Source: an optimization exercise on an open RTL-to-GDS flow (aim: small area and a short achievable clock period). Production flows keep margins and buffers that such runs may drop.
At most, simulation tests tie the RTL to the original design; equivalence was not proved.

## run A
Design posit_unit, start of the top module:
module posit_unit (
    input  logic        clk,
    input  logic        rst_n,
    input  logic        in_valid,
    input  logic [1:0]  op,
    input  logic [15:0] a,
    input  logic [15:0] b,
    output logic        out_valid,
    output logic [15:0] result
);
    logic        sa, sb, sb_eff;
    logic [14:0] ma, mb;
    logic signed [5:0] ta, tb;
    logic [11:0] fa, fb;
    logic        ha, hb;
    logic        a_zero, b_zero, a_nar, b_nar;
    logic        nar_res, zero_res;
    assign sa = a[15];
    assign sb = b[15];
    assign ma = (a[14:0] ^ {15{sa}}) + 15'(sa);
    assign mb = (b[14:0] ^ {15{sb}}) + 15'(sb);
    assign sb_eff = sb ^ (op == 2'd1);
    posit_decode deca_i (.mag(ma), .te(ta), .frac(fa), .hid(ha));
    posit_decode decb_i (.mag(mb), .te(tb), .frac(fb), .hid(hb));
    logic [15:0] ds, dc;
    logic [3:0]  dqp, dqn;
    div_head #(.K(2)) div_head_i (
        .f1(fa), .f2(fb), .s_out(ds), .c_out(dc), .qpos(dqp), .qneg(dqn)
    );
    assign a_zero = (a == 16'h0000);
    assign b_zero = (b == 16'h0000);
    assign a_nar  = (a == 16'h8000);
    assign b_nar  = (b == 16'h8000);
    assign nar_res  = a_nar || b_nar || (op == 2'd3 && b_zero);
    assign zero_res = op[1] && (a_zero || (!op[0] && b_zero));
    logic        valid_q;
    logic        mul_q, div_q, swap_q;
    logic        sa_q, sb_q;
    logic signed [5:0] ta_q, tb_q;
    logic [11:0] fa_q, fb_q;
    logic        ha_q, hb_q;
    logic        nar_q, zero_q;
    logic [15:0] ds_q, dc_q;
    logic [3:0]  dqp_q, dqn_q;
    always_ff @(posedge clk) begin
        if (!rst_n) valid_q <= 1'b0;
        else        valid_q <= in_valid;
    end
    always_ff @(posedge clk) begin
        mul_q  <= (op == 2'd2);
        div_q  <= (op == 2'd3);
        swap_q <= (mb > ma);
        sa_q   <= sa;
        sb_q   <= sb_eff;
        ta_q   <= ta;
        tb_q   <= tb;
        fa_q   <= fa;
        fb_q   <= fb;
        ha_q   <= ha;
        hb_q   <= hb;
  ...
make LEC_CHECK=0 ABC_AREA=1 CAP_MARGIN=50 CORE_MARGIN=2 CORE_UTILIZATION=60 GPL_TIMING_DRIVEN=1 PLACE_DENSITY=0.75 SLEW_MARGIN=70 finish   # period 80.0 ns
run.sh (not shown) runs the stock make flow with config.mk's settings and CLKGATE_MAP_FILE= SYNTH_SCRIPT=/design/flow/synth_recipe.tcl, a recipe that flattens the netlist after the stock synthesis.
Run A completed end to end with timing, DRC and antenna clean.
The inputs of run B differ from those of run A as listed below.
- PLACE_DENSITY removed (was 0.75)
- CORE_UTILIZATION changed from 60 to 55
- SLEW_MARGIN changed from 70 to 90
- CAP_MARGIN changed from 50 to 70
==> results.txt <==
Out of run B and run A, the only run to close with the timing, DRC and antenna checks passing was run A. Run B failed in detailed placement with DPL-0038. Run B — height of the die 9.1 um higher, run A as reference. Diff run A..run B | adder-cell share of the synthesized area | negligible. Between run B and run A, it is run B whose floorplan die width is higher, by about 4.4%. Compared with run A, run B shows placement row count that has gone up by a few percent. Reported for run B and run A, number of synthesized flops with an enable pin turned out identical to the last digit. Run B vs. run A: effective utilization at floorplan shrank by 5.6 points; final weighted congestion of routability-driven global placement dropped 0.022; synthesized cell count flat.
## Diff of input files: run C against run B
- CORE_UTILIZATION changed from 55 to 70
- SLEW_MARGIN changed from 90 to 70
- CAP_MARGIN changed from 70 to 50
Results
- Run C: flow completed, timing, DRC and antenna clean
- In the reports for run B and run C, the smaller placer congestion estimate belongs to run B.
- Post-synthesis cell area: run C vs run B identical
- Changes observed in run C relative to run B: average footprint of a synthesized cell flat; share of flip-flops with an asynchronous set or reset flat; die outline width down about 11%; synthesized instance count flat.
- Comparing run B against run C, there is no change at all in number of flops mapped to enable cells by yosys.
- Run B -> run C: die boundary height decreased by more than 10%
- Post-synthesis sequential area ratio: run C vs run B identical
Inputs modified between run C and run D:
- a change of CORE_UTILIZATION from 70 to 60
Notes after the runs:
- Cmp run C and run D / tap cell count / lower: run C
- Diff run C -> run D: global-route usage decreased by 7.9 points relative to the old numbers, buffering overhead decreased by 0.20 points relative to the old numbers.

========
## lane 1
posit_unit again, from the RTL that the note above started with.
clock: 80.0 ns
lec_check: 0
abc_area: 0
cap_margin: 50
core_margin: 2
core_utilization: 60
gpl_timing_driven: 1
slew_margin: 70
For lane 2, these inputs were changed with respect to lane 1:
# lane 1
export LEC_CHECK = 0
export ABC_AREA = 0
export CAP_MARGIN = 50
export CORE_MARGIN = 2
export CORE_UTILIZATION = 60
export GPL_TIMING_DRIVEN = 1
export SLEW_MARGIN = 70
create_clock -name core_clock -period 80.0 [get_ports {clk}]
# lane 2
export LEC_CHECK = 0
export ABC_AREA = 1
export CAP_MARGIN = 30
export CORE_MARGIN = 2
export CORE_UTILIZATION = 60
export GPL_TIMING_DRIVEN = 1
export SLEW_MARGIN = 50
create_clock -name core_clock -period 80.0 [get_ports {clk}]
Lane 2 against lane 1: worst-path maximum fanout fell by 15; synthesized cell count rose by 403; instance area at placement fell by about 8%; clock period minus worst slack rose by 0.38 ns.
Going from lane 1 to lane 2, met2 usage in global routing rose 0.95 points; proportion of cell area occupied by registers rose 0.75 points; total number of cells along the worst setup path rose 70.
Lane 1 has higher share of the synthesized netlist area taken by xor and xnor gates than lane 2.

========
## job 5166
Another version of the RTL of posit_unit (not shown whole).
Size in the first run: ~110 flip-flops, about 54 I/O pins, roughly 25000 um2 of cells after synthesis.
==> flow/design.v (excerpt) <==
module posit_unit (
    input  logic        clk,
    input  logic        rst_n,
    input  logic        in_valid,
    input  logic [1:0]  op,
    input  logic [15:0] a,
    input  logic [15:0] b,
    output logic        out_valid,
    output logic [15:0] result
);
Settings: LEC_CHECK=0, ABC_AREA=1, CAP_MARGIN=50, CORE_MARGIN=2, CORE_UTILIZATION=60, GPL_TIMING_DRIVEN=1, SLEW_MARGIN=70; clock period 80.0 ns.
What job 4017 does differently from job 5166 at the input level:
# job 5166
export LEC_CHECK = 0
export ABC_AREA = 1
export CAP_MARGIN = 50
export CORE_MARGIN = 2
export CORE_UTILIZATION = 60
export GPL_TIMING_DRIVEN = 1
export SLEW_MARGIN = 70
create_clock -name core_clock -period 80.0 [get_ports {clk}]
# job 4017
export LEC_CHECK = 0
export ABC_AREA = 1
export CAP_MARGIN = 60
export CORE_MARGIN = 2
export CORE_UTILIZATION = 50
export GPL_TIMING_DRIVEN = 1
export SLEW_MARGIN = 80
create_clock -name core_clock -period 80.0 [get_ports {clk}]
Notes after the runs:
Post-layout instance area (job 4017 over job 5166): increase, about 8%. Between job 5166 and job 4017, the flow reports routed wire length increasing by a few percent. Clock skew: job 4017 worse than job 5166.
No run of this note included a check of the RTL's function; only the layout flow was run.

========
Another version of the RTL of posit_unit (not shown whole).
Size: about 4000 cells after synthesis, ~54 I/O pins.
clock: 80.0 ns
lec_check: 0
abc_area: 1
cap_margin: 20
core_margin: 2
core_utilization: 40
slew_margin: 20
Rerun with:
Settings changed: CAP_MARGIN 20 to 50, CORE_UTILIZATION 40 to 60, GPL_TIMING_DRIVEN from default to 1, SLEW_MARGIN 20 to 70.
The new run ran to the end with no violations.
Area after synthesis does not change.
Count of clock-buffer cells in the layout is unchanged.
Cell area barely changes.

========
posit_unit, a different RTL version from the one above (not shown whole).
Size: about 3,900 cells after synthesis, roughly 110 flip-flops, about 26,000 um^2 of cells after synthesis.
clock: 80.0 ns
lec_check: 0
abc_area: 1
cap_margin: 70
core_margin: 2
core_utilization: 70
gpl_timing_driven: 1
place_density: 0.8
slew_margin: 90
The baseline aborted during detailed placement (3_5_place_dp).
Rerun with:
CAP_MARGIN = 50   (was 70)
CORE_UTILIZATION = 60   (was 70)
PLACE_DENSITY = default   (was 0.8)
SLEW_MARGIN = 70   (was 90)
=>
- The changed run completed without violations
- synthesized cell count does not change
- area after synthesis is unchanged

-- port drivers added, routing unchanged --
In the flow no input, the clock included, has a driving cell. The finished layouts below were timed again as built, in two steps.
Step 1 (the two cells are an assumption about what drives the block):
set clk [get_ports {clk}]
set_driving_cell -lib_cell sky130_fd_sc_hd__clkbuf_16 $clk
set_driving_cell -lib_cell sky130_fd_sc_hd__buf_2 [delete_from_list [all_inputs] $clk]
Step 2 moves the port delays by t, midway between the first and last clock arrival at a register: inputs arrive t later, outputs are due t later. That takes back most of the time a late clock gives input paths.
Three values: ideal ports, drivers, drivers and shift; two values: the first two.
run	t (ns)	slack for setup (ns)	worst setup path after step 2	latest minus earliest clock arrival (ns)
run A	0.443	54.827 / 54.845 / 54.402	input to register	0.015 / 0.015
run C	0.413	54.963 / 54.981 / 54.568	input to register	0.017 / 0.017
run D	0.436	54.947 / 54.970 / 54.533	input to register	0.023 / 0.023
lane 1	0.430	53.791 / 53.814 / 53.384	input to register	0.026 / 0.026
lane 2	0.430	53.411 / 53.411 / 53.411	register to register	0.015 / 0.016
job 5166	0.435	54.518 / 54.518 / 54.518	register to register	0.020 / 0.021
job 4017	0.449	54.901 / 54.901 / 54.901	register to register	0.033 / 0.033
the first run of note 4	0.425	43.855 / 43.855 / 43.855	register to register	0.019 / 0.019
the second run of note 4	0.421	46.085 / 46.085 / 46.085	register to register	0.027 / 0.026
the second run of note 5	0.425	54.662 / 54.690 / 54.264	input to register	0.018 / 0.019
After both steps setup and hold are still met in every run listed. The setup slack of run A, which loses most, moves by +0.018 ns with the drivers and by -0.425 ns with both steps.
